Source: an optimization exercise on an open RTL-to-GDS flow (aim: small area, a short achievable clock period and few clock cycles per item). Production flows keep margins and buffers that such runs may drop. Function was checked by simulation only, so behaviour that the tests miss may differ from the original. No activity file was given, so power comes from the tool's default toggle rates.

--- design/flow/config.mk ---
export PLATFORM = sky130hd
export DESIGN_NAME = datamemory_ctrl
export DESIGN_NICKNAME = datamemory_ctrl
export VERILOG_FILES = /design/flow/design.v
export SDC_FILE = /design/flow/constraint.sdc
export NUM_CORES = 4
export LEC_CHECK = 0
export CAP_MARGIN = 20
export CORE_MARGIN = 2
export CORE_UTILIZATION = 68
export CTS_CLUSTER_DIAMETER = 60
export CTS_CLUSTER_SIZE = 30
export SETUP_SLACK_MARGIN = 3.4
export SLEW_MARGIN = 20
export SYNTH_HIERARCHICAL = 1
--- design/flow/constraint.sdc ---
create_clock -name core_clock -period 6.0 [get_ports {clk}]
set_input_delay 1.2000 -clock core_clock [delete_from_list [all_inputs] [get_ports {clk}]]
set_output_delay 1.2000 -clock core_clock [all_outputs]
set_load 0.01 [all_outputs]
--- design/flow/design.v ---
module datamemory_ctrl #(
    parameter int DM_ADDRESS = 9,
    parameter int DATA_W     = 32
) (
    input  logic                  clk,
    input  logic                  reset,
    input  logic                  MemRead,
    input  logic                  MemWrite,
    input  logic [DM_ADDRESS-1:0] a,
    input  logic [DATA_W-1:0]     wd,
    input  logic [2:0]            Funct3,
    output logic                  req_ready,
    output logic [DATA_W-1:0]     rd,
    output logic                  rsp_valid,
    output logic                  err
);
    localparam int NB    = DATA_W / 8;
    localparam int LB    = $clog2(NB);
    localparam int WA    = DM_ADDRESS - LB;
    localparam int DEPTH = 2 ** WA;
    localparam int NLO   = 8;               
    localparam int NHI   = DEPTH / NLO;     
    logic          take;
    logic          legal_in;
    logic [1:0]    off_in;
    logic [WA-1:0] word_in;
    logic [WA-1:0] word_inc;
    logic [2:0]    nbm1_in;           
    assign take     = !reset && (MemRead || MemWrite);
    assign off_in   = a[LB-1:0];
    assign word_in  = a[DM_ADDRESS-1:LB];
    assign word_inc = word_in + WA'(1);    
    assign nbm1_in  = (Funct3[1:0] == 2'b00) ? 3'd0 : (Funct3[1:0] == 2'b01) ? 3'd1 : 3'd3;
    always_comb begin
        case (Funct3)
            3'b000, 3'b001, 3'b010, 3'b100, 3'b101: legal_in = 1'b1;
            default:                                legal_in = 1'b0;
        endcase
    end
    logic                     s1_valid;
    logic                     s1_err;
    logic [1:0]               s1_off;
    logic [2:0]               s1_f3;
    logic [NB-1:0][NLO-1:0]   s1_lo_n;      
    logic [NB-1:0][NHI-1:0]   s1_hi_n;      
    logic [NB-1:0]            s1_we_n;      
    logic [NB-1:0][7:0]       s1_wbyte;
    always_ff @(posedge clk) begin
        s1_valid <= take;
        s1_err   <= !legal_in;
        s1_off   <= off_in;
        s1_f3    <= Funct3;
        for (int b = 0; b < NB; b++) begin
            logic [LB-1:0] k;
            logic [WA-1:0] row;
            k = LB'(b) - off_in;
            row = (LB'(b) < off_in) ? word_inc : word_in;
            for (int i = 0; i < NLO; i++) s1_lo_n[b][i] <= (row[2:0] != 3'(i));
            for (int i = 0; i < NHI; i++) s1_hi_n[b][i] <= (row[WA-1:3] != (WA-3)'(i));
            s1_we_n[b]  <= !(take && MemWrite && !MemRead && legal_in &&
                             ({1'b0, k} <= nbm1_in));
            s1_wbyte[b] <= wd[8*int'(k) +: 8];
        end
    end
    logic [NB-1:0][DEPTH-1:0]      sel;
    logic [NB-1:0][DEPTH-1:0]      wen;
    logic [NB-1:0][DEPTH-1:0][7:0] mem;
    logic [NB-1:0][7:0]            bank_rd;
    for (genvar gb = 0; gb < NB; gb++) begin : g_bank
        dmem_row_dec #(.NLO(NLO), .NHI(NHI)) u_dec (
            .lo_n (s1_lo_n[gb]),
            .hi_n (s1_hi_n[gb]),
            .we_n (s1_we_n[gb]),
            .sel (sel[gb]),
            .wen (wen[gb])
        );
        dmem_rd_mux #(.DEPTH(DEPTH)) u_rd (
            .sel  (sel[gb]),
            .data (mem[gb]),
            .q    (bank_rd[gb])
        );
    end
    always_ff @(posedge clk) begin
        for (int b = 0; b < NB; b++) begin
            for (int r = 0; r < DEPTH; r++) begin
                if (wen[b][r]) begin
                    mem[b][r] <= s1_wbyte[b];
                end
            end
        end
    end
    logic [NB-1:0][7:0] s2_raw;
    logic               s2_valid;
    logic               s2_err;
    logic [1:0]         s2_off;
    logic [2:0]         s2_f3;
    always_ff @(posedge clk) begin
        s2_raw   <= bank_rd;
        s2_valid <= s1_valid && !reset;
        s2_err   <= s1_err;
        s2_off   <= s1_off;
        s2_f3    <= s1_f3;
    end
    logic [DATA_W-1:0] load_raw;
    logic [DATA_W-1:0] load_value;
    logic              sign_bit;
    always_comb begin
        for (int k = 0; k < NB; k++) begin
            load_raw[8*k +: 8] = s2_raw[LB'(s2_off + LB'(k))];
        end
        case (s2_f3[1:0])
            2'b00:   sign_bit = !s2_f3[2] && load_raw[7];
            2'b01:   sign_bit = !s2_f3[2] && load_raw[15];
            default: sign_bit = 1'b0;
        endcase
        load_value = load_raw;
        if (s2_f3[1:0] == 2'b00) load_value[31:8]  = {24{sign_bit}};
        if (s2_f3[1:0] == 2'b01) load_value[31:16] = {16{sign_bit}};
    end
    logic [DATA_W-1:0] rd_reg;
    logic              rsp_valid_reg;
    logic              err_reg;
    always_ff @(posedge clk) begin
        rd_reg        <= load_value;
        rsp_valid_reg <= s2_valid && !reset;
        err_reg       <= s2_err;
    end
    assign req_ready = 1'b1;
    assign rd        = rd_reg;
    assign rsp_valid = rsp_valid_reg;
    assign err       = err_reg;
endmodule
module dmem_row_dec #(
    parameter int NLO = 8,
    parameter int NHI = 16
) (
    input  logic [NLO-1:0]     lo_n,
    input  logic [NHI-1:0]     hi_n,
    input  logic               we_n,
    output logic [NLO*NHI-1:0] sel,
    output logic [NLO*NHI-1:0] wen
);
    logic [NHI-1:0] hiwe_n;
    assign hiwe_n = hi_n | {NHI{we_n}};
    for (genvar r = 0; r < NLO * NHI; r++) begin : g_row
        dmem_nor2 u_sel (.a(lo_n[r % NLO]), .b(hi_n[r / NLO]),   .y(sel[r]));
        dmem_nor2 u_wen (.a(lo_n[r % NLO]), .b(hiwe_n[r / NLO]), .y(wen[r]));
    end
endmodule
module dmem_nor2 (
    input  logic a,
    input  logic b,
    output logic y
);
    assign y = !(a || b);
endmodule
module dmem_rd_mux #(
    parameter int DEPTH = 128
) (
    input  logic [DEPTH-1:0]      sel,
    input  logic [DEPTH-1:0][7:0] data,
    output logic [7:0]            q
);
    localparam int NG = (DEPTH + 2) / 3;
    logic [3*NG-1:0]      sel_p;
    logic [3*NG-1:0][7:0] data_p;
    logic [7:0][NG-1:0]   grp_n;
    assign sel_p  = (3*NG)'(sel);
    assign data_p = (3*NG*8)'(data);
    for (genvar g = 0; g < NG; g++) begin : g_grp
        for (genvar k = 0; k < 8; k++) begin : g_bit
            dmem_aoi3 u_aoi (
                .s (sel_p[3*g +: 3]),
                .d ({data_p[3*g+2][k], data_p[3*g+1][k], data_p[3*g][k]}),
                .y (grp_n[k][g])
            );
        end
    end
    for (genvar k = 0; k < 8; k++) begin : g_merge
        assign q[k] = ~&grp_n[k];
    end
endmodule
module dmem_aoi3 (
    input  logic [2:0] s,
    input  logic [2:0] d,
    output logic       y
);
    assign y = ~|(s & d);
endmodule
--- design/flow/run.sh ---
#!/bin/bash
# synth_recipe.tcl (not shown) runs the flow's synth.tcl, then flattens the netlist and writes it again
# the make line also repeats each setting of config.mk as NAME=value (left out here)
make -C /OpenROAD-flow-scripts/flow DESIGN_CONFIG=/design/flow/config.mk WORK_HOME=/design/flow/orfs CLKGATE_MAP_FILE= SYNTH_SCRIPT=/design/flow/synth_recipe.tcl finish
==> run notes, run 1 <==
* Synth Area in Compound Gates at 0.0958
* Reg with most FFs: mem
* CTS tree: done
* Synth Instances at 7729
* Via density at 7.55
* Worst vdd ir at 373 uV
* Period Utilization, post-route at 0.444
* Drt pass-1 iters at 22
* Slew HR at 0.264
* Synth Area in Simple Gates at 0.0533
* DR vias at 86000
* CP Capture Type: register
* Number of synthesized register bits at 4308
* Number of remaining DRC errors at 0
* Boundary Pins at 83
* Outcome: no timing/DRC/antenna violations
* Sequential fraction of the synthesis area at 0.838
* Hold WS at 0.338 ns
* Clk sinks at 4308
* RSZ-0062 raised after global routing: yes
* WL/cell at 34.1 um
* PwrDens at 322 mW/mm2
* Power, Total at 53.7 mW
* DP Area at 0.157 mm2
* Die area at 0.227 mm2
* Largest regs: mem (4096), s1_hi_n (64)
* Post-DP HPWL at 239 mm
* Total Routing Usage GR at 0.335
* Post-synthesis mux area share at 0.00884
* CP peak stage delay at 0.66 ns
* Final setup viols at 0
* Share of post-route cells with drive strength above 1 at 0.107
* Worst path slowest cell: a222oi_1
* Vias in the first global route at 81200
* Worst setup SP type: register
* Max Buffers Root-to-Sink at 3
* Area Overhead vs Synth at 9.80%
* Leak Pwr at 50.0 nW
* Final clock skew at 0.0382 ns
* Post-Synth Adder-Cell Area at 0.00115
* Core box area at 0.222 mm2
* Main synth FF type: edfxtp_1
* Final Max Slew Viols at 0
* Initial antenna violation count at 24
* Worst Tran Pin Value at 1.10 ns
* Post-Synth XOR/XNOR Area at 0.000173
* Largest net degree at the start of global routing at 103
* Synth warnings at 7
* Met3 global-route usage at 0.0539
* Final TNS setup at 0 ns
* Largest register FFs at 4096
* Dpl ws at 1.42 ns
* Final WS setup at 3.33 ns
* Final min period at 2.67 ns
* Clock Pin Slew Worst Setup and Hold Paths at 0.11 ns
* Worst-path cell chain: buf_4 -> nor2_1 -> a222oi_1 -> nand4_1 -> nor4_4 -> nand3_1
* WP data arrival at 3.40 ns
* Unique masters post-synth at 62
* Port buffer count at 81
* Met2 Usage GRT at 0.524
* H-tree depth at 4
* First-pass GRT wire length at 558 mm
* Mean Syn Cell Area at 19.6 um2
* Die span in x at 476 um
* Drt initial violations at 19700
* Setup CP Type: register to register
* Grt total ovfl at 0
* Worst hold path class: register to register
* Initial core utilization at 0.684
* Clock Latency Late Sink at 0.89 ns
* DRT Wirelength at 389 mm
* MaxCap Viol Count at 0
* Design area at 0.167 mm2
* Final nets at 8290
* Main combinational cell family by area after synthesis: compound AO/OA/AOI/OAI gates
* Met1 Use GR at 0.491
* Number of enable flip-flop cells after synthesis at 4096
* Top Usage Layer GRT: met2
* CTS Buf Count at 202
* Post-route ant nets at 0
* Post-synthesis instance area at 0.152 mm2
* Clock Tree Root: clkbuf_16
* FMAX at 375 MHz
* Worst EP required at 6.73 ns
* Post-synthesis async set-or-reset flop share at 0
* Final count of hold timing violations at 0
* Die extent in y at 476 um
* GPL Wtd Cong at 0.882
* Std-Cell Rows at 173
* CP Max Fanout at 8
-- worst paths after layout --
kind                             from                  to  slack (ns)  cells past startpoint
setup / recovery  s1_lo_n[21]$_DFF_P_  s2_raw[16]$_DFF_P_        3.33                      6
hold / removal         s1_err$_DFF_P_      s2_err$_DFF_P_        0.34                      0
setup reg to reg  s1_lo_n[21]$_DFF_P_  s2_raw[16]$_DFF_P_        3.33                      6
hold reg to reg        s1_err$_DFF_P_      s2_err$_DFF_P_        0.34                      0
-- area by class of cell --
type / count / area (um2)
Sequential cell: 4308 / 128000
Clock inverter: 151 / 1840
Multi-Input combinational cell: 3415 / 25200
Timing Repair Buffer: 283 / 2890
Tap cell: 2975 / 3720
Antenna cell: 16 / 40.0
Inverter: 18 / 71.3
Clock buffer: 227 / 5280
Fill cell: 12600 / 55400
-- placed cells by master (no fill, tap or decap), types with 64 or more instances in the layout --
cell / n
edfxtp_1: 4096
or2_1: 64
buf_4: 145
dfxtp_4: 84
clkbuf_16: 210
nor2_1: 1047
dfxtp_1: 79
nand2_1: 90
nand4_1: 328
nand3_1: 77
a222oi_1: 1376
conb_1: 65
-- Yosys stat by module (local to each module, per instance), a selection --
module           cells inside  area, um2  flops+latches  copies in the design
dmem_nor2                   1       3.75              0                  1024
datamemory_ctrl          4777     131000           4308                     1
dmem_aoi3                   1       10.0              0                  1376
-- logic make-up after synthesis --
group | count (synthesis)
fa+ha+maj | 14
other cells | 5
compound gates | 1495
buf+inv | 66
flops | 4308
mux | 68
simple gates | 1770
xor+xnor | 3
-- metrics by stage --
step / utilization / cells
5_1_grt: 0.751 / 11400
4_1_cts: 0.747 / 11300
6_report: 0.751 / 11400
3_5_place_dp: 0.707 / 10900
3_3_place_gp: 0.707 / 10900
2_1_floorplan: - / 7789
-- power breakdown --
part           total (mW)  switching, mW  internal, mW
combinational        2.22           1.59         0.622
sequential           34.5          0.881          33.7
clock                16.9           9.74          7.20
-- per-layer routing --
layer	up-vias	wire length [um]	part of all wire
met2	6056	186000	0.48
li1	35500	-	-
met1	43700	142000	0.36
met5	-	71	0.00018
met4	10	15800	0.041
met3	702	45500	0.12
-- cell usage after synthesis, types with 3 or more instances --
cell      number  area share
nor2_1      1055       0.026
o21ai_1        3    0.000099
buf_6          7     0.00052
nand4_1      328       0.014
nand2b_1       3     0.00012
or2_1         64      0.0026
a31oi_1       13     0.00054
nand2_1       90      0.0022
buf_4         11     0.00054
mux2_2         4     0.00030
o22ai_1        7     0.00029
ha_1          14      0.0012
mux2i_1       11     0.00073
conb_1         5     0.00012
edfxtp_1    4096        0.81
and3_1         8     0.00033
buf_2         21     0.00069
nor2b_1       13     0.00054
a222oi_1    1376       0.091
a21boi_0       3     0.00015
mux4_2        52      0.0077
and2_1         6     0.00025
o21ai_0       39      0.0013
clkbuf_1       7     0.00017
nor4_1        68      0.0028
a21oi_1       31      0.0010
nand3_1       79      0.0026
o31ai_2        4     0.00033
nor3_1        42      0.0014
dfxtp_1      212       0.028
inv_1         17     0.00042
-- worst max-delay path: cells and delay by family (launching register included) --
family                 cells  cell delay (ns)
AND/OR/NAND/NOR            4             1.08
AO/OA/AOI/OAI              1             0.66
flip-flops                 1             0.57
buffers and inverters      1             0.21
-- what timing repair did --
action	4_1_cts	5_1_grt
buffers inserted	79	37
endpoints found under the setup margin	135	95
pin swaps	53	69
hold buffers	0	0
resized for setup	373	68
cloned	0	3
Testbench counts, summed over its fixed seeds: cycles 9,048, items 9,024.
==> run 2: changes to the inputs <==
--- a/design/flow/config.mk
+++ b/design/flow/config.mk
@@ -7,8 +7,8 @@
 export LEC_CHECK = 0
 export CAP_MARGIN = 20
 export CORE_MARGIN = 2
-export CORE_UTILIZATION = 68
-export CTS_CLUSTER_DIAMETER = 60
+export CORE_UTILIZATION = 55
+export CTS_CLUSTER_DIAMETER = 100
 export CTS_CLUSTER_SIZE = 30
 export SETUP_SLACK_MARGIN = 3.4
 export SLEW_MARGIN = 20
==> run notes, run 2 <==
* Drt initial violations at 16700 (-15%)
* Max Buffers Root-to-Sink at 4 (+1)
* Logic pwr share at 0.045 (+0.004)
* CTS tree: done
* Fin cells at 12000 (+5.4%)
* Post-DP HPWL at 250 mm (+4.5%)
* Worst EP required at 6.77 ns (+0.04 ns)
* Clock Tree Root: clkbuf_16
* Dpl ws at 1.75 ns (+0.332 ns)
* Grt total ovfl at 0 (unchanged)
* Reg with most FFs: mem
* Sequential fraction of the synthesis area at 0.838 (unchanged)
* Top sig layer: met4
* GPL Wtd Cong at 0.871 (-1.3%)
* Final clock skew at 0.0573 ns (+0.0191 ns)
* Synth Instances at 7729 (unchanged)
* Die extent in y at 529 um (+11%)
* Post-synthesis async set-or-reset flop share at 0 (unchanged)
* CP Max Fanout at 10 (+2)
* Worst Tran Pin Value at 1.12 ns (+0.0126 ns)
* Commonest non-fill, non-tap cell in the layout: edfxtp_1
* Die span in x at 529 um (+11%)
* Clk sinks at 4308 (unchanged)
* Post-Route M1 WL at 161 mm (+14%)
* Hold WS at 0.297 ns (-0.0405 ns)
* Final TNS setup at 0 ns (unchanged)
* Core box area at 0.274 mm2 (+23%)
* Final count of hold timing violations at 0 (unchanged)
* Yosys top cell by area: edfxtp_1
* Final nets at 8242 (-0.58%)
* Synth area leaders: edfxtp_1, a222oi_1, dfxtp_1
* Largest register FFs at 4096 (unchanged)
* Main synth FF type: edfxtp_1
* Die area at 0.280 mm2 (+23%)
* Clock power share at 0.276 (-0.040)
* First-pass GRT wire length at 569 mm (+1.9%)
* R2R Setup Slk at 3.31 ns (-0.02 ns)
* RSZ-0062 raised after global routing: yes
* Sw Ratio at 0.217 (-0.0102)
* Number of remaining DRC errors at 0 (unchanged)
* Clock Latency Late Sink at 0.92 ns (+0.03 ns)
* Post-synth top cells: edfxtp_1, a222oi_1, nor2_1
* Vias in the first global route at 79800 (-1.7%)
* Initial core utilization at 0.554 (-0.130)
* Mean Syn Cell Area at 19.6 um2 (unchanged)
* Register share of total power at 0.679 (+0.036)
* Unique masters post-synth at 62 (unchanged)
* Std-Cell Rows at 192 (+11%)
* Hold_sp: s1_off[0]$_DFF_P_
* DP Area at 0.158 mm2 (+0.60%)
* DRT Wirelength at 400 mm (+2.8%)
* Setup CP Type: register to register
* Worst setup SP type: register
* Outcome: no timing/DRC/antenna violations
* Port buffer count at 81 (unchanged)
* Count leader, synth: edfxtp_1
* Final-layout fill cell count at 19600 (+55%)
* Worst hold path class: register to register
* Boundary Pins at 83 (unchanged)
* PwrDens at 308 mW/mm2 (-4.5%)
* Final WS setup at 3.31 ns (-0.0203 ns)
* Worst R2R Path Depth at 6 (unchanged)
* Initial antenna violation count at 22 (-8.3%)
* RR Startpoint: s1_lo_n[27]$_DFF_P_
* Share of post-route cells with drive strength above 1 at 0.0868 (-0.0201)
* Leak Pwr at 48.7 nW (-2.5%)
* Largest regs: mem (4096), s1_hi_n (64)
* Total Routing Usage GR at 0.279 (-0.0560)
* Slew HR at 0.255 (-0.00838)
* Area Overhead vs Synth at 8.81%
* Clock Pin Slew Worst Setup and Hold Paths at 0.11 ns (about the same)
* H-tree depth at 4 (unchanged)
* MaxCap Viol Count at 0 (unchanged)
* Period Utilization, post-route at 0.448 (+0.00338)
* DP Cell Count at 11600 (+6.6%)
* Number of synthesized register bits at 4308 (unchanged)
* WL/cell at 33.3 um (-2.4%)
* Post-route ant nets at 0 (unchanged)
* CP Capture Type: register
* Number of enable flip-flop cells after synthesis at 4096 (unchanged)
* Layout Utilization at 0.603 (-0.148)
* Reg-to-Reg End: s2_raw[30]$_DFF_P_
* Final min period at 2.69 ns (+0.0203 ns)
* DR vias at 84100 (-2.2%)
* Largest net degree at the start of global routing at 102 (-0.97%)
* Pint at 39.8 mW (-4.1%)
* Hold Buf Count CTS at 0 (unchanged)
* Switch Pwr at 11.0 mW (-9.6%)
* WP data arrival at 3.45 ns (+0.05 ns)
* Power, Total at 50.8 mW (-5.4%)
* CP startpoint: s1_lo_n[27]$_DFF_P_
* WL met3 at 34.0 mm (-25%)
* Synth top area share at 0.810 (unchanged)
* Routed wl met2 at 194 mm (+4.7%)
* Design area at 0.165 mm2 (-0.91%)
* FMAX at 372 MHz (-0.76%)
* Via density at 7.01 (-7.2%)
* Worst vdd ir at 326 uV (-12%)
* Synth warnings at 7 (unchanged)
* Post-synthesis instance area at 0.152 mm2 (unchanged)
* CTS Buf Count at 170 (-16%)
* Drt pass-1 iters at 14 (-36%)
* Final Max Slew Viols at 0 (unchanged)
* Most frequent cells in the layout: edfxtp_1, a222oi_1, nor2_1
* Critical Path Sink: s2_raw[30]$_DFF_P_
* Final setup viols at 0 (unchanged)
==> run 2: area by class of cell <==
cell class | instances | area [um2] | area share
Timing Repair Buffer | 267 | 2660 | 0.0161
Inverter | 18 | 75.1 | 0.000454
Multi-Input combinational cell | 3415 | 25400 | 0.153
Tap cell | 3686 | 4610 | 0.0279
Sequential cell | 4308 | 128000 | 0.773
Antenna cell | 35 | 87.6 | 0.000530
Clock inverter | 9 | 100 | 0.000606
Clock buffer | 266 | 4680 | 0.0283
==> run 2: metal layers <==
metal  global-route usage  vias up
li1                     -    35300
met1                0.408    43800
met2                0.451     4602
met3               0.0344      418
met4               0.0691        0
met5                    0        -
==> run 2: power groups by stage <==
stage / Combinational, mW / Sequential [mW] / Clock, mW
floorplan: 0.569 / 35.1 / 0
global placement: 1.98 / 35.2 / 0
detailed placement: 2.03 / 35.2 / 0
CTS: 2.25 / 34.5 / 14.3
global route: 2.41 / 34.5 / 15.2
finish: 2.30 / 34.5 / 14.0
==> run 2: modules after synthesis, one instance, submodules excluded, excerpt <==
module | cells | cell area (um2) | times used | flops+latches
dmem_nor2 | 1 | 3.75 | 1024 | 0
dmem_aoi3 | 1 | 10.0 | 1376 | 0
datamemory_ctrl | 4777 | 131000 | 1 | 4308
==> run 2: how the worst min path moves through the flow <==
stage / to / slack, ns / cells past startpoint
2_1_floorplan: err_reg$_DFF_P_ / 0.31 / 0
3_3_place_gp: s2_f3[0]$_DFF_P_ / 0.31 / 0
3_5_place_dp: s2_off[1]$_DFF_P_ / 0.31 / 0
4_1_cts: s2_off[0]$_DFF_P_ / 0.30 / 0
5_1_grt: s2_off[0]$_DFF_P_ / 0.30 / 0
6_report: s2_off[0]$_DFF_P_ / 0.30 / 0
==> run 2: logic make-up after synthesis <==
logic type / count (synthesis) / synth area share
adders and majority gates: 14 / 0.00115
buffers and inverters: 66 / 0.00242
xor gates and xnor gates: 3 / 0.000173
other: 5 / 0.000124
muxes: 68 / 0.00884
DFF: 4308 / 0.838
and+or+nand+nor: 1770 / 0.0533
AOI/OAI and AO/OA: 1495 / 0.0958
==> run 2: what timing repair did <==
item,in CTS,in global routing
pin swaps,85,63
setup endpoints to repair,140,115
resized for setup,413,73
setup buffers,81,14
==> run 2: critical path, stage by stage, from the launching register on <==
cell and delay, ns:
dfxtp_4 0.48, buf_4 0.30, nor2_1 0.20, a222oi_1 0.73, nand4_1 0.36, nor4_4 0.34, nand3_1 0.12
==> run 3: changes to the inputs <==
--- a/design/flow/design.v
+++ b/design/flow/design.v
@@ -140,11 +140,11 @@
     output logic [NLO*NHI-1:0] sel,
     output logic [NLO*NHI-1:0] wen
 );
-    logic [NHI-1:0] hiwe_n;
-    assign hiwe_n = hi_n | {NHI{we_n}};
+    logic [NLO-1:0] lowe_n;
+    assign lowe_n = lo_n | {NLO{we_n}};
     for (genvar r = 0; r < NLO * NHI; r++) begin : g_row
-        dmem_nor2 u_sel (.a(lo_n[r % NLO]), .b(hi_n[r / NLO]),   .y(sel[r]));
-        dmem_nor2 u_wen (.a(lo_n[r % NLO]), .b(hiwe_n[r / NLO]), .y(wen[r]));
+        dmem_nor2 u_sel (.a(lo_n[r % NLO]),   .b(hi_n[r / NLO]), .y(sel[r]));
+        dmem_nor2 u_wen (.a(lowe_n[r % NLO]), .b(hi_n[r / NLO]), .y(wen[r]));
     end
 endmodule
 module dmem_nor2 (
==> run notes, run 3 <==
* Leak Pwr at 48.5 nW (-0.32%)
* CTS Buf Count at 166 (-2.4%)
* Main synth FF type: edfxtp_1
* Final count of hold timing violations at 0 (unchanged)
* GPL Wtd Cong at 0.868 (-0.26%)
* Largest net degree at the start of global routing at 99 (-2.9%)
* Clock Tree Root: clkbuf_16
* Unique masters post-synth at 62 (unchanged)
* Dpl ws at 1.56 ns (-0.192 ns)
* Yosys top cell by area: edfxtp_1
* Final setup viols at 0 (unchanged)
* Synth top area share at 0.812 (+0.00131)
* Share of post-route cells with drive strength above 1 at 0.0873 (+0.000469)
* Outcome: no timing/DRC/antenna violations
* Drt initial violations at 17800 (+7.0%)
* WP data arrival at 3.44 ns (about the same)
* FMAX at 367 MHz (-1.3%)
* RSZ-0062 raised after global routing: yes
* Grt total ovfl at 0 (unchanged)
* Post-DP HPWL at 254 mm (+1.7%)
* Worst hold path class: register to register
* H-tree depth at 4 (unchanged)
* Worst Tran Pin Value at 1.15 ns (+0.0370 ns)
* Port buffer count at 81 (unchanged)
* Clk sinks at 4308 (unchanged)
* Number of remaining DRC errors at 0 (unchanged)
* Post-synthesis instance area at 0.152 mm2 (-0.16%)
* Reg with most FFs: mem
* Worst-path cell chain: clkdlybuf4s50_1 -> and2_2 -> nand4_1 -> a21oi_2 -> o21ai_0
* Post-route ant nets at 0 (unchanged)
* Synth area leaders: edfxtp_1, a222oi_1, dfxtp_1
* Number of enable flip-flop cells after synthesis at 4096 (unchanged)
* Worst R2R Path Depth at 4 (-2)
* Max Buffers Root-to-Sink at 4 (unchanged)
* Die area at 0.280 mm2 (-0.16%)
* Final clock skew at 0.0435 ns (-0.0137 ns)
* Most frequent cells in the layout: edfxtp_1, a222oi_1, nor2_1
* CP Max Fanout at 11 (+1)
* First-pass GRT wire length at 581 mm (+2.2%)
* Worst setup SP type: primary input
* Worst vdd ir at 244 uV (-25%)
* DRT Wirelength at 411 mm (+2.8%)
* DR vias at 84200 (+0.082%)
* Worst path slowest cell: clkdlybuf4s50_1
* Final min period at 2.72 ns (+0.0356 ns)
* Boundary Pins at 83 (unchanged)
* Hold Path Stages at 0 (unchanged)
* Die extent in y at 529 um (about the same)
* Worst EP required at 6.72 ns (-0.05 ns)
* Critical Path Stages at 5 (-1)
* CP top delay family: buffers and inverters
* Core box area at 0.274 mm2 (about the same)
* CP Capture Type: register
* Final nets at 8182 (-0.73%)
* MaxCap Viol Count at 0 (unchanged)
* Synth Instances at 7693 (-0.47%)
* Sequential fraction of the synthesis area at 0.840 (+0.00136)
* Initial antenna violation count at 25 (+14%)
* Area Overhead vs Synth at 8.64%
* CP peak stage delay at 0.82 ns (+0.09 ns)
* Period Utilization, post-route at 0.454 (+0.00593)
* Largest register FFs at 4096 (unchanged)
* WL/cell at 34.7 um (+4.2%)
* Post-synthesis async set-or-reset flop share at 0 (unchanged)
* Final WS setup at 3.28 ns (-0.0356 ns)
* Initial core utilization at 0.553 (about the same)
* Synth warnings at 7 (unchanged)
* Hold Buf Count CTS at 0 (unchanged)
* Vias in the first global route at 80100 (+0.35%)
* Largest regs: mem (4096), s1_hi_n (64)
* WP buf/inv at 1 (unchanged)
* Post-synth top cells: edfxtp_1, a222oi_1, nor2_1
* Die span in x at 529 um (about the same)
* Via density at 7.11 (+1.5%)
* CTS tree: done
* Setup CP Type: primary input to register
* Total Routing Usage GR at 0.288 (+0.00840)
* Count leader, synth: edfxtp_1
* Final-layout fill cell count at 19700 (+0.50%)
* Mean Syn Cell Area at 19.7 um2 (+0.31%)
* PwrDens at 308 mW/mm2 (+0.24%)
* Drt pass-1 iters at 11 (-3)
* Clock Latency Late Sink at 0.92 ns (about the same)
* Final TNS setup at 0 ns (unchanged)
* Slew HR at 0.230 (-0.0247)
* Final Max Slew Viols at 0 (unchanged)
* Commonest non-fill, non-tap cell in the layout: edfxtp_1
* Clock Pin Slew Worst Setup and Hold Paths at 0.12 ns (about the same)
* Std-Cell Rows at 192 (unchanged)
* Number of synthesized register bits at 4308 (unchanged)
==> run 3: cell count changes after synthesis <==
cell	change
buf_6	-4
or2_1	-32
==> run 3: report_power, final <==
part	internal [mW]	total, mW	switching, mW
Sequential	33.7	34.6	0.899
Combinational	0.605	2.14	1.53
Clock	5.48	14.1	8.60
==> run 3: repair_timing <==
item / 4_1_cts / 5_1_grt
hold endpoints to repair: 0 / 0
setup endpoints to repair: 509 / 109
buffers inserted: 43 / 21
resized for setup: 477 / 59
pin swaps: 61 / 57
==> run 3: cell type report <==
class	instances	area, um2	share of cell area
antenna	24	60.1	0.000365
clock buffer	268	4690	0.0285
clock inverter	7	68.8	0.000418
inverter	18	75.1	0.000456
multi-input combinational	3383	25200	0.153
sequential	4308	128000	0.775
tap	3589	4490	0.0273
timing repair buffer	243	2410	0.0146
==> run 3: layer usage <==
layer | global-route usage | wire length, um | vias to the layer above
li1 | - | - | 35100
met1 | 0.422 | 161000 | 43600
met2 | 0.463 | 200000 | 4966
met3 | 0.0292 | 38600 | 480
met4 | 0.0810 | 12400 | 0
met5 | 0 | 0 | -
==> run 3: metrics by stage <==
stage | instances | utilization | total power, mW | hold slack [ns] | instance area (um2)
after floorplan | 7753 | - | 35.6 | 0.310 | 152000
after global placement | 11500 | 0.576 | 37.1 | 0.310 | 158000
after detailed placement | 11500 | 0.576 | 37.2 | 0.316 | 158000
after CTS | 11800 | 0.599 | 51.0 | 0.315 | 164000
after global routing | 11800 | 0.601 | 52.1 | 0.328 | 165000
final | 11800 | 0.601 | 50.8 | 0.319 | 165000
==> run 3: per-module statistics from Yosys, one instance, submodules excluded, a selection <==
| module | cells | flip-flops and latches | cell area [um2] |
|---|---|---|---|
| datamemory_ctrl | 4777 | 4308 | 131000 |
| dmem_nor2 | 1 | 0 | 3.75 |
| dmem_aoi3 | 1 | 0 | 10.0 |
==> run 3: worst register-to-register path, stage by stage (launching register included) <==
cell	delay, ns
dfxtp_4	0.47
buf_16	0.22
buf_4	0.16
or2_2	0.61
nor2_1	0.81
==> run 3: path summary, 6_finish.rpt <==
path                                           from             endpoint  slack, ns
worst min register to register    s1_off[0]$_DFF_P_    s2_off[0]$_DFF_P_       0.32
worst max-delay path                           a[7]   s1_hi_n[7]$_DFF_P_       3.28
worst max register to register  s1_lo_n[27]$_DFF_P_  mem[3355]$_DFFE_PP_       3.37
worst min-delay path              s1_off[0]$_DFF_P_    s2_off[0]$_DFF_P_       0.32
==> run 3: cell families after synthesis <==
logic type | Yosys count | synth area share
muxes | 68 | 0.00885
and+or+nand+nor | 1738 | 0.0521
buffers and inverters | 62 | 0.00213
AOI/OAI and AO/OA | 1495 | 0.0959
other | 5 | 0.000124
adders and majority gates | 14 | 0.00116
xor gates and xnor gates | 3 | 0.000173
DFF | 4308 | 0.840
Testbench counts of run 3, summed over its fixed seeds: cycles 9,048, items 9,024.
==> run 4: changes to the inputs <==
--- a/design/flow/config.mk
+++ b/design/flow/config.mk
@@ -10,6 +10,6 @@
 export CORE_UTILIZATION = 55
 export CTS_CLUSTER_DIAMETER = 100
 export CTS_CLUSTER_SIZE = 30
-export SETUP_SLACK_MARGIN = 3.4
+export SETUP_SLACK_MARGIN = 3.33
 export SLEW_MARGIN = 20
 export SYNTH_HIERARCHICAL = 1
==> run notes, run 4 <==
* CTS Buf Count at 166 (unchanged)
* Sw Ratio at 0.217 (about the same)
* Design area at 0.164 mm2 (-0.55%)
* Die area at 0.280 mm2 (unchanged)
* Number of synthesized register bits at 4308 (unchanged)
* Initial antenna violation count at 17 (-32%)
* Register share of total power at 0.680 (about the same)
* R2R Setup Slk at 3.29 ns (-0.08 ns)
* Mean Syn Cell Area at 19.7 um2 (unchanged)
* DP Area at 0.158 mm2 (about the same)
* FMAX at 354 MHz (-3.6%)
* H-tree depth at 4 (unchanged)
* Core box area at 0.274 mm2 (unchanged)
* Area Overhead vs Synth at 8.04%
* MaxCap Viol Count at 0 (unchanged)
* Grt total ovfl at 0 (unchanged)
* Setup CP Type: register to primary output
* Largest register FFs at 4096 (unchanged)
* RSZ-0062 raised after global routing: yes
* Number of enable flip-flop cells after synthesis at 4096 (unchanged)
* CP Capture Type: primary output
* Synth warnings at 7 (unchanged)
* Final setup viols at 0 (unchanged)
* Clock Pin Slew Worst Setup and Hold Paths at 0.11 ns (about the same)
* Drt initial violations at 17300 (-2.8%)
* Post-route ant nets at 0 (unchanged)
* Largest net degree at the start of global routing at 96 (-3.0%)
* Period Utilization, post-route at 0.471 (+0.0170)
* Worst Tran Pin Value at 1.14 ns (-0.0124 ns)
* Die span in x at 529 um (unchanged)
* CP top delay family: flip-flops
* Initial core utilization at 0.553 (unchanged)
* DR vias at 84000 (-0.18%)
* Final Max Slew Viols at 0 (unchanged)
* Worst EP required at 4.80 ns (-1.92 ns)
* Port buffer count at 81 (unchanged)
* WL/cell at 34.5 um (-0.60%)
* CTS tree: done
* Post-synthesis instance area at 0.152 mm2 (unchanged)
* Synth area leaders: edfxtp_1, a222oi_1, dfxtp_1
* Most frequent cells in the layout: edfxtp_1, a222oi_1, nor2_1
* Worst vdd ir at 252 uV (+3.2%)
* Hold Buf Count CTS at 0 (unchanged)
* Post-synthesis async set-or-reset flop share at 0 (unchanged)
* Post-DP HPWL at 254 mm (about the same)
* Max Buffers Root-to-Sink at 4 (unchanged)
* Number of remaining DRC errors at 0 (unchanged)
* Synth top area share at 0.812 (unchanged)
* Hold worst-path end: s2_f3[1]$_DFF_P_
* First-pass GRT wire length at 577 mm (-0.63%)
* Commonest non-fill, non-tap cell in the layout: edfxtp_1
* Leak Pwr at 48.1 nW (-0.79%)
* Count leader, synth: edfxtp_1
* Clock Latency Late Sink at 0.91 ns (about the same)
* Outcome: no timing/DRC/antenna violations
* Die extent in y at 529 um (unchanged)
* CP peak stage delay at 0.53 ns (-0.29 ns)
* Worst-path cell chain: buf_2
* Yosys top cell by area: edfxtp_1
* Power, Total at 50.7 mW (about the same)
* PwrDens at 310 mW/mm2 (+0.48%)
* Final count of hold timing violations at 0 (unchanged)
* Final min period at 2.82 ns (+0.102 ns)
* Slew HR at 0.239 (+0.00827)
* Clock power share at 0.279 (+0.002)
* DRT Wirelength at 407 mm (-1.0%)
* Largest regs: mem (4096), s1_hi_n (64)
* Share of post-route cells with drive strength above 1 at 0.0770 (-0.0103)
* Std-Cell Rows at 192 (unchanged)
* Via density at 7.13 (+0.23%)
* Worst R2R Path Depth at 6 (+2)
* Hold_sp: s1_f3[1]$_DFF_P_
* Post-synth top cells: edfxtp_1, a222oi_1, nor2_1
* Final TNS setup at 0 ns (unchanged)
* Drt pass-1 iters at 13 (+2)
* Worst setup SP type: register
* Worst path slowest cell: dfxtp_4
* Total Routing Usage GR at 0.284 (-0.00325)
* Pint at 39.7 mW (about the same)
* Main synth FF type: edfxtp_1
* RR Startpoint: s1_lo_n[27]$_DFF_P_
* Unique masters post-synth at 62 (unchanged)
* Reg-to-Reg End: s2_raw[24]$_DFF_P_
* Boundary Pins at 83 (unchanged)
* Clock Tree Root: clkbuf_16
* Logic pwr share at 0.040 (-0.002)
* Worst hold path class: register to register
* Final clock skew at 0.0440 ns (+0.000431 ns)
* Synth Instances at 7693 (unchanged)
* CP Max Fanout at 12 (+1)
* Sequential fraction of the synthesis area at 0.840 (unchanged)
* WP data arrival at 1.62 ns (-1.82 ns)
* Switch Pwr at 11.0 mW (about the same)
* Final nets at 8132 (-0.61%)
* Vias in the first global route at 80300 (+0.25%)
* Reg with most FFs: mem
* GPL Wtd Cong at 0.882 (+1.5%)
* Hold Path Stages at 0 (unchanged)
* Clk sinks at 4308 (unchanged)
* WP buf/inv at 1 (unchanged)
-- run 4: power groups by stage --
stage / Sequential (mW) / Combinational [mW] / Clock [mW]
after global routing: 34.6 / 2.15 / 15.3
after CTS: 34.5 / 2.03 / 14.4
final: 34.5 / 2.05 / 14.2
after detailed placement: 35.2 / 1.98 / 0
after global placement: 35.2 / 1.94 / 0
after floorplan: 35.0 / 0.562 / 0
-- run 4: how the worst max path moves through the flow --
stage | start | end | depth (start not counted)
finish | rsp_valid_reg$_DFF_P_ | rsp_valid | 1
global route | rsp_valid_reg$_DFF_P_ | rsp_valid | 1
CTS | rsp_valid_reg$_DFF_P_ | rsp_valid | 1
detailed placement | a[5] | s1_hi_n[7]$_DFF_P_ | 5
global placement | a[5] | s1_hi_n[7]$_DFF_P_ | 5
floorplan | a[1] | s1_we_n[2]$_DFF_P_ | 9
-- run 4: area by class of cell --
class / instances / area, um2
Antenna cell: 22 / 55.1
Clock buffer: 269 / 4740
Clock inverter: 10 / 81.3
Fill cell: 19800 / 110000
Inverter: 18 / 67.6
Multi-Input combinational cell: 3383 / 25100
Sequential cell: 4308 / 128000
Tap cell: 3589 / 4490
Timing Repair Buffer: 193 / 1670
-- run 4: logic make-up (layout without fill, tap and decap cells) --
kind of cell,count (synthesis),after routing,share of synthesized area
AO/OA/AOI/OAI,1495,1495,0.0959
XOR/XNOR,3,3,0.000173
adder cells (fa/ha/maj),14,14,0.00116
buffers and inverters,62,490,0.00213
flip-flops,4308,4308,0.840
multiplexers,68,68,0.00885
other,5,87,0.000124
AND/OR/NAND/NOR,1738,1738,0.0521
-- run 4: stage by stage --
stage / setup WS (ns) / hold WS [ns] / utilization / cells
6_report: 3.18 / 0.324 / 0.598 / 11800
5_1_grt: 3.14 / 0.329 / 0.598 / 11800
4_1_cts: 3.03 / 0.322 / 0.597 / 11800
3_5_place_dp: 1.34 / 0.312 / 0.576 / 11500
3_3_place_gp: 1.37 / 0.311 / 0.576 / 11500
2_1_floorplan: 3.28 / 0.310 / - / 7753
-- run 4: per-module statistics from Yosys (local to each module, per instance), a selection --
module / copies in the design / area (um2) / flops+latches
dmem_aoi3: 1376 / 10.0 / 0
dmem_nor2: 1024 / 3.75 / 0
datamemory_ctrl: 1 / 131000 / 4308
-- run 4: timing repair --
item | in CTS | in global routing
setup buffers | 0 | 4
setup endpoints to repair | 400 | 81
pin swaps | 31 | 51
gates resized for setup | 381 | 66
-- run 4: metal layers --
layer	GRT usage	part of all wire
met3	0.0329	0.088
met2	0.455	0.48
met1	0.415	0.40
met4	0.0867	0.032
met5	0	0.00011
==> run 5: changes to the inputs <==
--- a/design/flow/config.mk
+++ b/design/flow/config.mk
@@ -7,9 +7,9 @@
 export LEC_CHECK = 0
 export CAP_MARGIN = 20
 export CORE_MARGIN = 2
-export CORE_UTILIZATION = 55
+export CORE_UTILIZATION = 60
 export CTS_CLUSTER_DIAMETER = 100
 export CTS_CLUSTER_SIZE = 30
-export SETUP_SLACK_MARGIN = 3.33
+export SETUP_SLACK_MARGIN = 3.3
 export SLEW_MARGIN = 20
 export SYNTH_HIERARCHICAL = 1
==> run notes, run 5 <==
* Worst setup SP type: register
* First-pass GRT wire length at 578 mm (+0.21%)
* WP buf/inv at 1 (unchanged)
* Area Overhead vs Synth at 7.75%
* RSZ-0062 raised after global routing: no
* Synth Area in Simple Gates at 0.0521 (unchanged)
* Boundary Pins at 83 (unchanged)
* Drt pass-1 iters at 8 (-5)
* Slew HR at 0.222 (-0.0168)
* Post-route ant nets at 0 (unchanged)
* Worst vdd ir at 313 uV (+24%)
* Fin cells at 11600 (-2.0%)
* Final WS setup at 3.28 ns (+0.100 ns)
* Commonest non-fill, non-tap cell in the layout: edfxtp_1
* Final clock skew at 0.0324 ns (-0.0115 ns)
* Post-Synth XOR/XNOR Area at 0.000173 (unchanged)
* CP Max Fanout at 16 (+4)
* Dpl ws at 2.12 ns (+0.781 ns)
* Worst path slowest cell: nor3_1
* Reg-to-Reg End: s2_raw[19]$_DFF_P_
* Worst EP required at 6.74 ns (+1.94 ns)
* Mean Syn Cell Area at 19.7 um2 (unchanged)
* Initial antenna violation count at 30 (+13)
* Number of remaining DRC errors at 0 (unchanged)
* Hold Buf Count CTS at 0 (unchanged)
* Synth top area share at 0.812 (unchanged)
* WP data arrival at 3.46 ns (+1.84 ns)
* Yosys top cell by area: edfxtp_1
* Vias in the first global route at 80300 (+0.011%)
* Die extent in y at 507 um (-4.2%)
* Final-layout fill cell count at 16900 (-15%)
* Total Routing Usage GR at 0.312 (+0.0278)
* Final TNS setup at 0 ns (unchanged)
* CTS tree: done
* Number of synthesized register bits at 4308 (unchanged)
* Grt total ovfl at 0 (unchanged)
* Clock Pin Slew Worst Setup and Hold Paths at 0.11 ns (about the same)
* Worst R2R Path Depth at 6 (unchanged)
* Final count of hold timing violations at 0 (unchanged)
* Unique masters post-synth at 62 (unchanged)
* CTS Buf Count at 161 (-3.0%)
* Final setup viols at 0 (unchanged)
* Synth Area in Compound Gates at 0.0959 (unchanged)
* Multi-input logic area at 0.0249 mm2 (-0.82%)
* Post-synthesis instance area at 0.152 mm2 (unchanged)
* Post-DP HPWL at 256 mm (+0.63%)
* Core box area at 0.251 mm2 (-8.3%)
* Post-synthesis async set-or-reset flop share at 0 (unchanged)
* CP peak stage delay at 0.67 ns (+0.14 ns)
* Clk sinks at 4308 (unchanged)
* DP Cell Count at 11200 (-2.1%)
* Synth warnings at 7 (unchanged)
* Largest regs: mem (4096), s1_hi_n (64)
* Outcome: no timing/DRC/antenna violations
* Share of post-route cells with drive strength above 1 at 0.0715 (-0.00550)
* Most frequent cells in the layout: edfxtp_1, a222oi_1, nor2_1
* Main synth FF type: edfxtp_1
* Die area at 0.257 mm2 (-8.3%)
* R2R Setup Slk at 3.28 ns (about the same)
* Period Utilization, post-route at 0.454 (-0.0167)
* DRT Wirelength at 408 mm (+0.20%)
* Final Max Slew Viols at 0 (unchanged)
* Worst-path cell chain: buf_4 -> nor2_1 -> a222oi_1 -> nand4_1 -> nor3_1 -> nand3_1
* Main combinational cell family by area after synthesis: compound AO/OA/AOI/OAI gates
* Final nets at 8138 (+0.074%)
* Hold worst-path end: err_reg$_DFF_P_
* GPL Wtd Cong at 0.891 (+1.0%)
* Worst Tran Pin Value at 1.16 ns (+0.0208 ns)
* Final min period at 2.72 ns (-0.100 ns)
* PwrDens at 309 mW/mm2 (-0.33%)
* Worst hold path class: register to register
* Clock Latency Late Sink at 0.86 ns (-0.05 ns)
* Setup CP Type: register to register
* Initial core utilization at 0.603 (+0.0500)
* Leak Pwr at 48.1 nW (about the same)
* RR Startpoint: s1_hi_n[42]$_DFF_P_
* Port buffer count at 81 (unchanged)
* CP Capture Type: register
* Synth Instances at 7693 (unchanged)
* DR vias at 84700 (+0.80%)
* FMAX at 367 MHz (+3.7%)
* Number of enable flip-flop cells after synthesis at 4096 (unchanged)
* Clock Tree Root: clkbuf_16
* Drt initial violations at 17500 (+1.2%)
* MaxCap Viol Count at 0 (unchanged)
* Reg with most FFs: mem
* CP top delay family: simple AND/OR/NAND/NOR gates
* Sequential fraction of the synthesis area at 0.840 (unchanged)
* Hold Path Stages at 0 (unchanged)
* Std-Cell Rows at 184 (-4.2%)
* FF/Latch Area at 0.128 mm2 (about the same)
* Via density at 7.33 (+2.8%)
* WL/cell at 35.3 um (+2.2%)
* Synth area leaders: edfxtp_1, a222oi_1, dfxtp_1
* Count leader, synth: edfxtp_1
* Largest net degree at the start of global routing at 96 (unchanged)
* Post-synthesis mux area share at 0.00885 (unchanged)
* Hold_sp: s2_err$_DFF_P_
* Largest register FFs at 4096 (unchanged)
* Post-synth top cells: edfxtp_1, a222oi_1, nor2_1
* H-tree depth at 4 (unchanged)
* Max Buffers Root-to-Sink at 3 (-1)
* Post-Synth Adder-Cell Area at 0.00116 (unchanged)
* Die span in x at 507 um (-4.2%)
run 5: cell counts after synthesis:
No cell type changed its count.
run 5: area by class of cell:
type | count | share of cell area
tap | 3348 | 0.0256
clock inverter | 5 | 0.000268
timing repair buffer | 204 | 0.0116
antenna | 15 | 0.000230
sequential | 4308 | 0.781
clock buffer | 277 | 0.0285
multi-input combinational | 3383 | 0.152
inverter | 18 | 0.000437
run 5: cells by family after synthesis:
kind of cell / Yosys count
simple gates: 1738
xor+xnor: 3
flops: 4308
mux: 68
compound gates: 1495
other cells: 5
buf+inv: 62
fa+ha+maj: 14
run 5: where the power goes:
group | internal (mW) | switching [mW] | leakage [nW] | total [mW]
Combinational | 0.524 | 1.48 | 7.30 | 2.01
Sequential | 33.6 | 0.911 | 38.6 | 34.6
Clock | 5.39 | 8.49 | 2.24 | 13.9
run 5: modules after synthesis (local to each module, per instance), excerpt:
module,cell area (um2),flip-flops and latches,times used,cells inside
datamemory_ctrl,131000,4308,1,4777
dmem_aoi3,10.0,0,1376,1
dmem_nor2,3.75,0,1024,1
run 5: per-layer routing:
metal,track usage,part of all wire,up-vias
li1,-,-,35000
met1,0.463,0.39,44000
met2,0.489,0.48,5133
met3,0.0429,0.097,575
met4,0.0982,0.033,0
met5,0,0,-
run 5: worst max path at each step:
stage	slack [ns]	startpoint	to	cells past startpoint
final	3.28	s1_hi_n[42]$_DFF_P_	s2_raw[19]$_DFF_P_	6
after floorplan	3.28	a[1]	s1_we_n[2]$_DFF_P_	9
after global routing	3.29	s1_lo_n[28]$_DFF_P_	s2_raw[27]$_DFF_P_	6
after detailed placement	2.12	a[3]	s1_hi_n[34]$_DFF_P_	6
after global placement	2.10	s1_lo_n[19]$_DFF_P_	s2_raw[21]$_DFF_P_	6
after CTS	3.11	s1_lo_n[12]$_DFF_P_	s2_raw[8]$_DFF_P_	6
run 5: repair_timing:
item | CTS | global route
pin swaps | 31 | 41
setup buffers | 7 | 11
setup endpoints to repair | 406 | 100
gates resized for setup | 264 | 72
gates cloned | 0 | 0
run 5: metrics by stage:
step / hold slack, ns / area, um2 / power, mW / utilization
4_1_cts: 0.339 / 163000 / 50.6 / 0.649
2_1_floorplan: 0.310 / 152000 / 35.6 / -
6_report: 0.336 / 163000 / 50.4 / 0.650
3_3_place_gp: 0.312 / 157000 / 37.1 / 0.627
5_1_grt: 0.342 / 163000 / 51.8 / 0.650
3_5_place_dp: 0.313 / 157000 / 37.2 / 0.627
==> run 6: changes to the inputs <==
--- a/design/flow/config.mk
+++ b/design/flow/config.mk
@@ -10,6 +10,6 @@
 export CORE_UTILIZATION = 60
 export CTS_CLUSTER_DIAMETER = 100
 export CTS_CLUSTER_SIZE = 30
-export SETUP_SLACK_MARGIN = 3.3
+export SETUP_SLACK_MARGIN = 3.36
 export SLEW_MARGIN = 20
 export SYNTH_HIERARCHICAL = 1
==> run notes, run 6 <==
* Mean Syn Cell Area at 19.7 um2 (unchanged)
* Outcome: no timing/DRC/antenna violations
* FF/Latch Area at 0.128 mm2 (about the same)
* Final Max Slew Viols at 0 (unchanged)
* Worst R2R Path Depth at 6 (unchanged)
* Final nets at 8151 (+0.16%)
* Final clock skew at 0.0356 ns (+0.00319 ns)
* MaxCap Viol Count at 0 (unchanged)
* Main synth FF type: edfxtp_1
* Synth area leaders: edfxtp_1, a222oi_1, dfxtp_1
* Number of synthesized register bits at 4308 (unchanged)
* Sequential fraction of the synthesis area at 0.840 (unchanged)
* RR Startpoint: s1_hi_n[42]$_DFF_P_
* Final-layout fill cell count at 16900 (-0.14%)
* Die extent in y at 507 um (unchanged)
* Final count of hold timing violations at 0 (unchanged)
* Drt pass-1 iters at 10 (+2)
* Post-synthesis instance area at 0.152 mm2 (unchanged)
* Worst EP required at 6.74 ns (about the same)
* Hold Buf Count CTS at 0 (unchanged)
* Initial core utilization at 0.603 (unchanged)
* FMAX at 372 MHz (+1.3%)
* Power, Total at 50.4 mW (about the same)
* Initial antenna violation count at 28 (-6.7%)
* Multi-input logic area at 0.0250 mm2 (+0.34%)
* Clk sinks at 4308 (unchanged)
* CTS Buf Count at 161 (unchanged)
* Post-synth top cells: edfxtp_1, a222oi_1, nor2_1
* Vias in the first global route at 80400 (+0.080%)
* Slew HR at 0.224 (+0.00158)
* Yosys top cell by area: edfxtp_1
* Worst vdd ir at 309 uV (-1.3%)
* DP Cell Count at 11200 (unchanged)
* Commonest non-fill, non-tap cell in the layout: edfxtp_1
* Number of enable flip-flop cells after synthesis at 4096 (unchanged)
* WL/cell at 35.3 um (about the same)
* CP Capture Type: register
* Number of remaining DRC errors at 0 (unchanged)
* Post-DP HPWL at 256 mm (unchanged)
* Worst setup SP type: register
* Die area at 0.257 mm2 (unchanged)
* WP data arrival at 3.43 ns (-0.03 ns)
* Grt total ovfl at 0 (unchanged)
* Setup CP Type: register to register
* Max Buffers Root-to-Sink at 3 (unchanged)
* H-tree depth at 4 (unchanged)
* Largest regs: mem (4096), s1_hi_n (64)
* Std-Cell Rows at 184 (unchanged)
* RSZ-0062 raised after global routing: yes
* Worst hold path class: register to register
* Leak Pwr at 48.2 nW (+0.20%)
* Share of post-route cells with drive strength above 1 at 0.0796 (+0.00805)
* Final min period at 2.69 ns (-0.0341 ns)
* Final TNS setup at 0 ns (unchanged)
* Boundary Pins at 83 (unchanged)
* Fin cells at 11600 (+0.10%)
* CP startpoint: s1_hi_n[42]$_DFF_P_
* DRT Wirelength at 408 mm (+0.10%)
* Clock Tree Root: clkbuf_16
* DR vias at 84900 (+0.20%)
* Critical Path Sink: s2_raw[19]$_DFF_P_
* Clock Pin Slew Worst Setup and Hold Paths at 0.11 ns (about the same)
* Synth warnings at 7 (unchanged)
* Drt initial violations at 18000 (+2.7%)
* Worst Tran Pin Value at 1.16 ns (+0.00193 ns)
* Post-synthesis async set-or-reset flop share at 0 (unchanged)
* Largest net degree at the start of global routing at 96 (unchanged)
* Final setup viols at 0 (unchanged)
* Via density at 7.33 (about the same)
* Largest register FFs at 4096 (unchanged)
* Unique masters post-synth at 62 (unchanged)
* Area Overhead vs Synth at 7.89%
* Post-route ant nets at 0 (unchanged)
* Reg with most FFs: mem
* Port buffer count at 81 (unchanged)
* Synth Instances at 7693 (unchanged)
* R2R Setup Slk at 3.31 ns (+0.03 ns)
* Most frequent cells in the layout: edfxtp_1, a222oi_1, nor2_1
* CTS tree: done
* Synth top area share at 0.812 (unchanged)
* PwrDens at 308 mW/mm2 (-0.12%)
* GPL Wtd Cong at 0.891 (unchanged)
* Layout Utilization at 0.651 (+0.000797)
* CP Max Fanout at 16 (unchanged)
* Die span in x at 507 um (unchanged)
* Reg-to-Reg End: s2_raw[19]$_DFF_P_
* Total Routing Usage GR at 0.313 (+0.000542)
* Period Utilization, post-route at 0.448 (-0.00568)
* Count leader, synth: edfxtp_1
* Clock Latency Late Sink at 0.87 ns (about the same)
* Core box area at 0.251 mm2 (unchanged)
* First-pass GRT wire length at 580 mm (+0.19%)
run 6: changes by cell type in the layout (fill, tap and decap cells not counted), sizes merged:
cell           before  now
buf               129  165
clkdlybuf4s15      19    6
dlygate4sd2         8    1
clkbuf            282  280
diode              15   14
dlymetal6s2s        2    1
run 6: critical path: stages (launching register included):
cell      delay, ns
dfxtp_1        0.33
buf_4          0.27
nor2_1         0.32
a222oi_1       0.53
nand4_1        0.28
nor3_1         0.66
nand3_1        0.15
run 6: kinds of logic after synthesis:
group	synth area share
and+or+nand+nor	0.0521
AOI/OAI and AO/OA	0.0959
other	0.000124
muxes	0.00885
buffers and inverters	0.00213
adders and majority gates	0.00116
DFF	0.840
xor gates and xnor gates	0.000173
run 6: per-layer routing:
metal	routed length (um)	vias to the layer above	track usage
li1	-	35100	-
met3	40300	578	0.0423
met1	159000	44000	0.464
met4	13300	2	0.0976
met5	20	-	0
met2	196000	5208	0.491
run 6: how the worst min path moves through the flow:
stage	start	to	slack (ns)	cells past startpoint
after floorplan	s2_err$_DFF_P_	err_reg$_DFF_P_	0.31	0
after global placement	s1_err$_DFF_P_	s2_err$_DFF_P_	0.31	0
after detailed placement	s1_err$_DFF_P_	s2_err$_DFF_P_	0.31	0
after CTS	s2_err$_DFF_P_	err_reg$_DFF_P_	0.34	0
after global routing	s2_err$_DFF_P_	err_reg$_DFF_P_	0.34	0
final	s2_err$_DFF_P_	err_reg$_DFF_P_	0.34	0
run 6: layout make-up:
type,count,share of cell area
antenna,14,0.000214
clock buffer,277,0.0285
clock inverter,5,0.000268
inverter,18,0.000436
multi-input combinational,3383,0.153
sequential,4308,0.780
tap,3348,0.0256
timing repair buffer,217,0.0121
run 6: Yosys stat by module, one instance, submodules excluded, excerpt:
module	cells inside	copies in the design
datamemory_ctrl	4777	1
dmem_aoi3	1	1376
dmem_nor2	1	1024
run 6: per-stage QoR:
stage | cell area, um2 | worst slack [ns] | hold slack (ns)
finish | 164000 | 3.31 | 0.336
detailed placement | 157000 | 2.12 | 0.313
CTS | 163000 | 3.22 | 0.339
global route | 164000 | 3.30 | 0.342
global placement | 157000 | 2.10 | 0.312
floorplan | 152000 | 3.28 | 0.310
run 6: power breakdown:
group	internal (mW)	total, mW	switching, mW	leakage (nW)
logic	0.530	2.02	1.49	7.40
registers	33.7	34.6	0.906	38.6
clock network	5.39	13.9	8.48	2.24
run 6: repair_timing:
| item | CTS | global route |
|---|---|---|
| resized for setup | 372 | 74 |
| setup endpoints to repair | 610 | 81 |
| pin swaps | 39 | 62 |
| setup buffers | 15 | 16 |
==> run 7: changes to the inputs <==
--- a/design/flow/design.v
+++ b/design/flow/design.v
@@ -65,7 +65,8 @@
     logic [NB-1:0][DEPTH-1:0]      sel;
     logic [NB-1:0][DEPTH-1:0]      wen;
     logic [NB-1:0][DEPTH-1:0][7:0] mem;
-    logic [NB-1:0][7:0]            bank_rd;
+    localparam int NP = ((DEPTH + 2) / 3 + 15) / 16;
+    logic [NB-1:0][7:0][NP-1:0]    bank_pz;    
     for (genvar gb = 0; gb < NB; gb++) begin : g_bank
         dmem_row_dec #(.NLO(NLO), .NHI(NHI)) u_dec (
             .lo_n (s1_lo_n[gb]),
@@ -77,7 +78,7 @@
         dmem_rd_mux #(.DEPTH(DEPTH)) u_rd (
             .sel  (sel[gb]),
             .data (mem[gb]),
-            .q    (bank_rd[gb])
+            .pz   (bank_pz[gb])
         );
     end
     always_ff @(posedge clk) begin
@@ -89,17 +90,25 @@
             end
         end
     end
-    logic [NB-1:0][7:0] s2_raw;
+    logic [NB-1:0][7:0][NP-1:0] s2_pz;
+    logic [NB-1:0][7:0]         s2_raw;
     logic               s2_valid;
     logic               s2_err;
     logic [1:0]         s2_off;
     logic [2:0]         s2_f3;
     always_ff @(posedge clk) begin
-        s2_raw   <= bank_rd;
+        s2_pz    <= bank_pz;
         s2_valid <= s1_valid && !reset;
         s2_err   <= s1_err;
         s2_off   <= s1_off;
         s2_f3    <= s1_f3;
+    end
+    always_comb begin
+        for (int b = 0; b < NB; b++) begin
+            for (int k = 0; k < 8; k++) begin
+                s2_raw[b][k] = ~&s2_pz[b][k];
+            end
+        end
     end
     logic [DATA_W-1:0] load_raw;
     logic [DATA_W-1:0] load_value;
@@ -155,11 +164,12 @@
     assign y = !(a || b);
 endmodule
 module dmem_rd_mux #(
-    parameter int DEPTH = 128
+    parameter int DEPTH = 128,
+    parameter int NP    = ((DEPTH + 2) / 3 + 15) / 16
 ) (
     input  logic [DEPTH-1:0]      sel,
     input  logic [DEPTH-1:0][7:0] data,
-    output logic [7:0]            q
+    output logic [7:0][NP-1:0]    pz
 );
     localparam int NG = (DEPTH + 2) / 3;
     logic [3*NG-1:0]      sel_p;
@@ -177,7 +187,11 @@
         end
     end
     for (genvar k = 0; k < 8; k++) begin : g_merge
-        assign q[k] = ~&grp_n[k];
+        for (genvar j = 0; j < NP; j++) begin : g_part
+            localparam int LO = 16 * j;
+            localparam int HI = (16 * j + 15 < NG - 1) ? 16 * j + 15 : NG - 1;
+            assign pz[k][j] = &grp_n[k][HI:LO];
+        end
     end
 endmodule
 module dmem_aoi3 (
==> run notes, run 7 <==
* Count leader, synth: edfxtp_1
* Synth Area in Simple Gates at 0.0546 (+0.00246)
* Design area at 0.164 mm2 (+0.24%)
* PwrDens at 311 mW/mm2 (+0.97%)
* Main combinational cell family by area after synthesis: compound AO/OA/AOI/OAI gates
* Port buffer count at 81 (unchanged)
* Grt total ovfl at 0 (unchanged)
* Post-DP HPWL at 253 mm (-1.3%)
* Synth Area in Compound Gates at 0.0943 (-0.00161)
* Final-layout fill cell count at 17400 (+2.9%)
* WP data arrival at 3.41 ns (-0.02 ns)
* Synth Instances at 7733 (+0.52%)
* DR vias at 84300 (-0.70%)
* RSZ-0062 raised after global routing: yes
* CP Capture Type: register
* Multi-input logic area at 0.0246 mm2 (-1.5%)
* Worst EP required at 6.76 ns (+0.02 ns)
* Initial core utilization at 0.602 (-0.000952)
* Worst Tran Pin Value at 1.19 ns (+0.0228 ns)
* Worst-path cell chain: buf_4 -> nor2_1 -> a222oi_1 -> nand4_1 -> nor4_2
* Final setup viols at 0 (unchanged)
* Max Buffers Root-to-Sink at 3 (unchanged)
* Clk sinks at 4372 (+1.5%)
* Layout Utilization at 0.645 (-0.00553)
* Dpl ws at 2.07 ns (-0.0464 ns)
* Period Utilization, post-route at 0.442 (-0.00655)
* Via density at 7.26 (-0.95%)
* Post-route ant nets at 0 (unchanged)
* Outcome: no timing/DRC/antenna violations
* GPL Wtd Cong at 0.866 (-2.8%)
* CTS Buf Count at 164 (+1.9%)
* Setup CP Type: register to register
* H-tree depth at 4 (unchanged)
* Std-Cell Rows at 185 (+0.54%)
* Drt pass-1 iters at 10 (unchanged)
* Yosys top cell by area: edfxtp_1
* Largest regs: mem (4096), s2_pz (96), s1_hi_n (64)
* Hold WS at 0.330 ns (-0.00657 ns)
* Post-Synth XOR/XNOR Area at 0.00161 (+0.00144)
* Drt initial violations at 17200 (-4.4%)
* Final nets at 8158 (+0.086%)
* Mean Syn Cell Area at 19.8 um2 (+0.41%)
* Final clock skew at 0.0250 ns (-0.0107 ns)
* Fin cells at 11600 (+0.25%)
* Most frequent cells in the layout: edfxtp_1, a222oi_1, nor2_1
* Final count of hold timing violations at 0 (unchanged)
* CTS tree: done
* Number of remaining DRC errors at 0 (unchanged)
* Commonest non-fill, non-tap cell in the layout: edfxtp_1
* Leak Pwr at 48.3 nW (+0.31%)
* Final Max Slew Viols at 0 (unchanged)
* Slew HR at 0.208 (-0.0152)
* Total Routing Usage GR at 0.308 (-0.00434)
* Worst vdd ir at 361 uV (+17%)
* Synth top area share at 0.804 (-0.00753)
* DRT Wirelength at 405 mm (-0.73%)
* Largest register FFs at 4096 (unchanged)
* Worst hold path class: register to register
* Synth warnings at 7 (unchanged)
* Share of post-route cells with drive strength above 1 at 0.0688 (-0.0108)
* DP Area at 0.159 mm2 (+0.95%)
* Clock Latency Late Sink at 0.87 ns (about the same)
* Worst path slowest cell: a222oi_1
* Post-Synth Adder-Cell Area at 0.00115 (-0.0000107)
* Post-synthesis async set-or-reset flop share at 0 (unchanged)
* FMAX at 377 MHz (+1.5%)
* DP Cell Count at 11300 (+0.46%)
* Die area at 0.259 mm2 (+0.93%)
* CP peak stage delay at 0.75 ns (+0.09 ns)
* Reg with most FFs: mem
* Initial antenna violation count at 24 (-14%)
* Sequential fraction of the synthesis area at 0.840 (about the same)
* Clock Tree Root: clkbuf_16
* Boundary Pins at 83 (unchanged)
* Die extent in y at 509 um (+0.46%)
* First-pass GRT wire length at 574 mm (-0.98%)
* Synth area leaders: edfxtp_1, a222oi_1, dfxtp_1
* Number of synthesized register bits at 4372 (+1.5%)
* MaxCap Viol Count at 0 (unchanged)
* Vias in the first global route at 79900 (-0.57%)
* WL/cell at 34.9 um (-0.98%)
* Setup repair bufs after CTS at 0 (-15)
* Power, Total at 51.1 mW (+1.2%)
* Core box area at 0.254 mm2 (+1.1%)
* FF/Latch Area at 0.129 mm2 (+0.94%)
* Die span in x at 509 um (+0.46%)
* Final min period at 2.65 ns (-0.0393 ns)
* Final WS setup at 3.35 ns (+0.0393 ns)
* Worst setup SP type: register
* CP Max Fanout at 17 (+1)
* Post-synthesis mux area share at 0.00644 (-0.00240)
* Unique masters post-synth at 49 (-21%)
* Area Overhead vs Synth at 7.14%
* Post-synth top cells: edfxtp_1, a222oi_1, nor2_1
* Largest net degree at the start of global routing at 97 (+1.0%)
* Number of enable flip-flop cells after synthesis at 4096 (unchanged)
* Clock Pin Slew Worst Setup and Hold Paths at 0.11 ns (about the same)
* Main synth FF type: edfxtp_1
* Post-synthesis instance area at 0.153 mm2 (+0.94%)
* Final TNS setup at 0 ns (unchanged)
run 7: cell types whose count changed after synthesis, sizes merged, moves of 14 or more:
| cell | change |
|---|---|
| mux4 | -18 |
| a21o | +17 |
| nand3 | +26 |
| dfxtp | +64 |
| nand2 | -65 |
| a21oi | -15 |
| nand4b | +14 |
run 7: Yosys stat by module (local to each module, per instance), excerpt:
module | cell area (um2) | flip-flops and latches | cells
dmem_aoi3 | 10.0 | 0 | 1
dmem_nor2 | 3.75 | 0 | 1
datamemory_ctrl | 132000 | 4372 | 4849
run 7: critical path, delay by kind of cell (launching register included):
family | cells | cell delay (ns)
DFF | 1 | 0.37
and+or+nand+nor | 3 | 0.96
buffers and inverters | 1 | 0.45
AOI/OAI and AO/OA | 1 | 0.75
run 7: layout make-up:
class / count / area share
diodes: 18 / 0.000275
clock buffers: 278 / 0.0286
clock inverters: 7 / 0.000687
inverters: 14 / 0.000336
multi-input cells: 3364 / 0.150
flip-flops and latches: 4372 / 0.786
well taps: 3366 / 0.0257
repair buffers: 180 / 0.00872
run 7: report_power, final:
| part | internal [mW] | switching (mW) | total (mW) | leakage (nW) |
|---|---|---|---|---|
| clock network | 5.50 | 8.61 | 14.1 | 2.29 |
| logic | 0.458 | 1.51 | 1.97 | 6.96 |
| registers | 34.1 | 0.847 | 35.0 | 39.1 |
run 7: routing by layer:
metal	global-route usage	wire length [um]	part of all wire	up-vias
li1	-	-	-	35100
met3	0.0438	39800	0.098	511
met2	0.486	194000	0.48	4894
met4	0.0908	13000	0.032	2
met1	0.455	159000	0.39	43700
met5	0	11	0.000027	-
run 7: logic make-up after synthesis:
logic type,Yosys count
AO/OA/AOI/OAI,1478
XOR/XNOR,26
adder cells (fa/ha/maj),14
buffers and inverters,57
flip-flops,4372
multiplexers,56
other,5
AND/OR/NAND/NOR,1725
run 7: worst paths after layout:
kind | endpoint | cells after the start | slack (ns) | from
hold / removal | s2_off[1]$_DFF_P_ | 0 | 0.33 | s1_off[1]$_DFF_P_
setup reg to reg | s2_pz[25]$_DFF_P_ | 5 | 3.35 | s1_lo_n[10]$_DFF_P_
hold reg to reg | s2_off[1]$_DFF_P_ | 0 | 0.33 | s1_off[1]$_DFF_P_
setup / recovery | s2_pz[25]$_DFF_P_ | 5 | 3.35 | s1_lo_n[10]$_DFF_P_
run 7: what timing repair did:
action	4_1_cts	5_1_grt
setup endpoints to repair	194	78
gates cloned	0	0
gates resized for setup	226	30
pin swaps	0	1
hold buffers	0	0
Testbench counts of run 7, summed over its fixed seeds: cycles 9,048, items 9,024.

static timing again, ports no longer ideal:
No port has a modelled driver above. Below, the same layouts with a new extraction and two added sets of constraints. Step 1 sets driving cells, clkbuf_16 on the clock port and buf_2 on the other inputs (assumed; they add their load-dependent delay and slew). Step 2 moves the port delays by t, midway between the first and last clock arrival at a register: inputs arrive t later, outputs are due t later. That takes back most of the time a late clock gives input paths. Three values: no drivers, after step 1, after step 2; two values: the first two.
run	t (ns)	slack for setup (ns)	slew at the worst register clock pin (ns)	worst slew at a driven data input, ns	pins driven straight from the clock port
run 1	0.974	3.334 / 3.318 / 2.362	0.11 / 0.11	0.21	1
run 2	0.978	3.314 / 3.252 / 2.411	0.12 / 0.12	0.19	1
run 3	0.997	3.278 / 3.207 / 2.220	0.12 / 0.12	0.25	1
run 4	0.987	3.176 / 3.082 / 2.267	0.12 / 0.12	0.20	1
run 5	0.942	3.276 / 3.269 / 2.390	0.12 / 0.12	0.20	1
run 6	0.944	3.310 / 3.286 / 2.483	0.12 / 0.12	0.20	1
run 7	0.947	3.349 / 3.264 / 2.450	0.12 / 0.12	0.25	1
After both steps setup and hold are still met in every run listed. The setup slack of run 3, which loses most, moves by -0.071 ns with the drivers and by -1.058 ns with both steps.
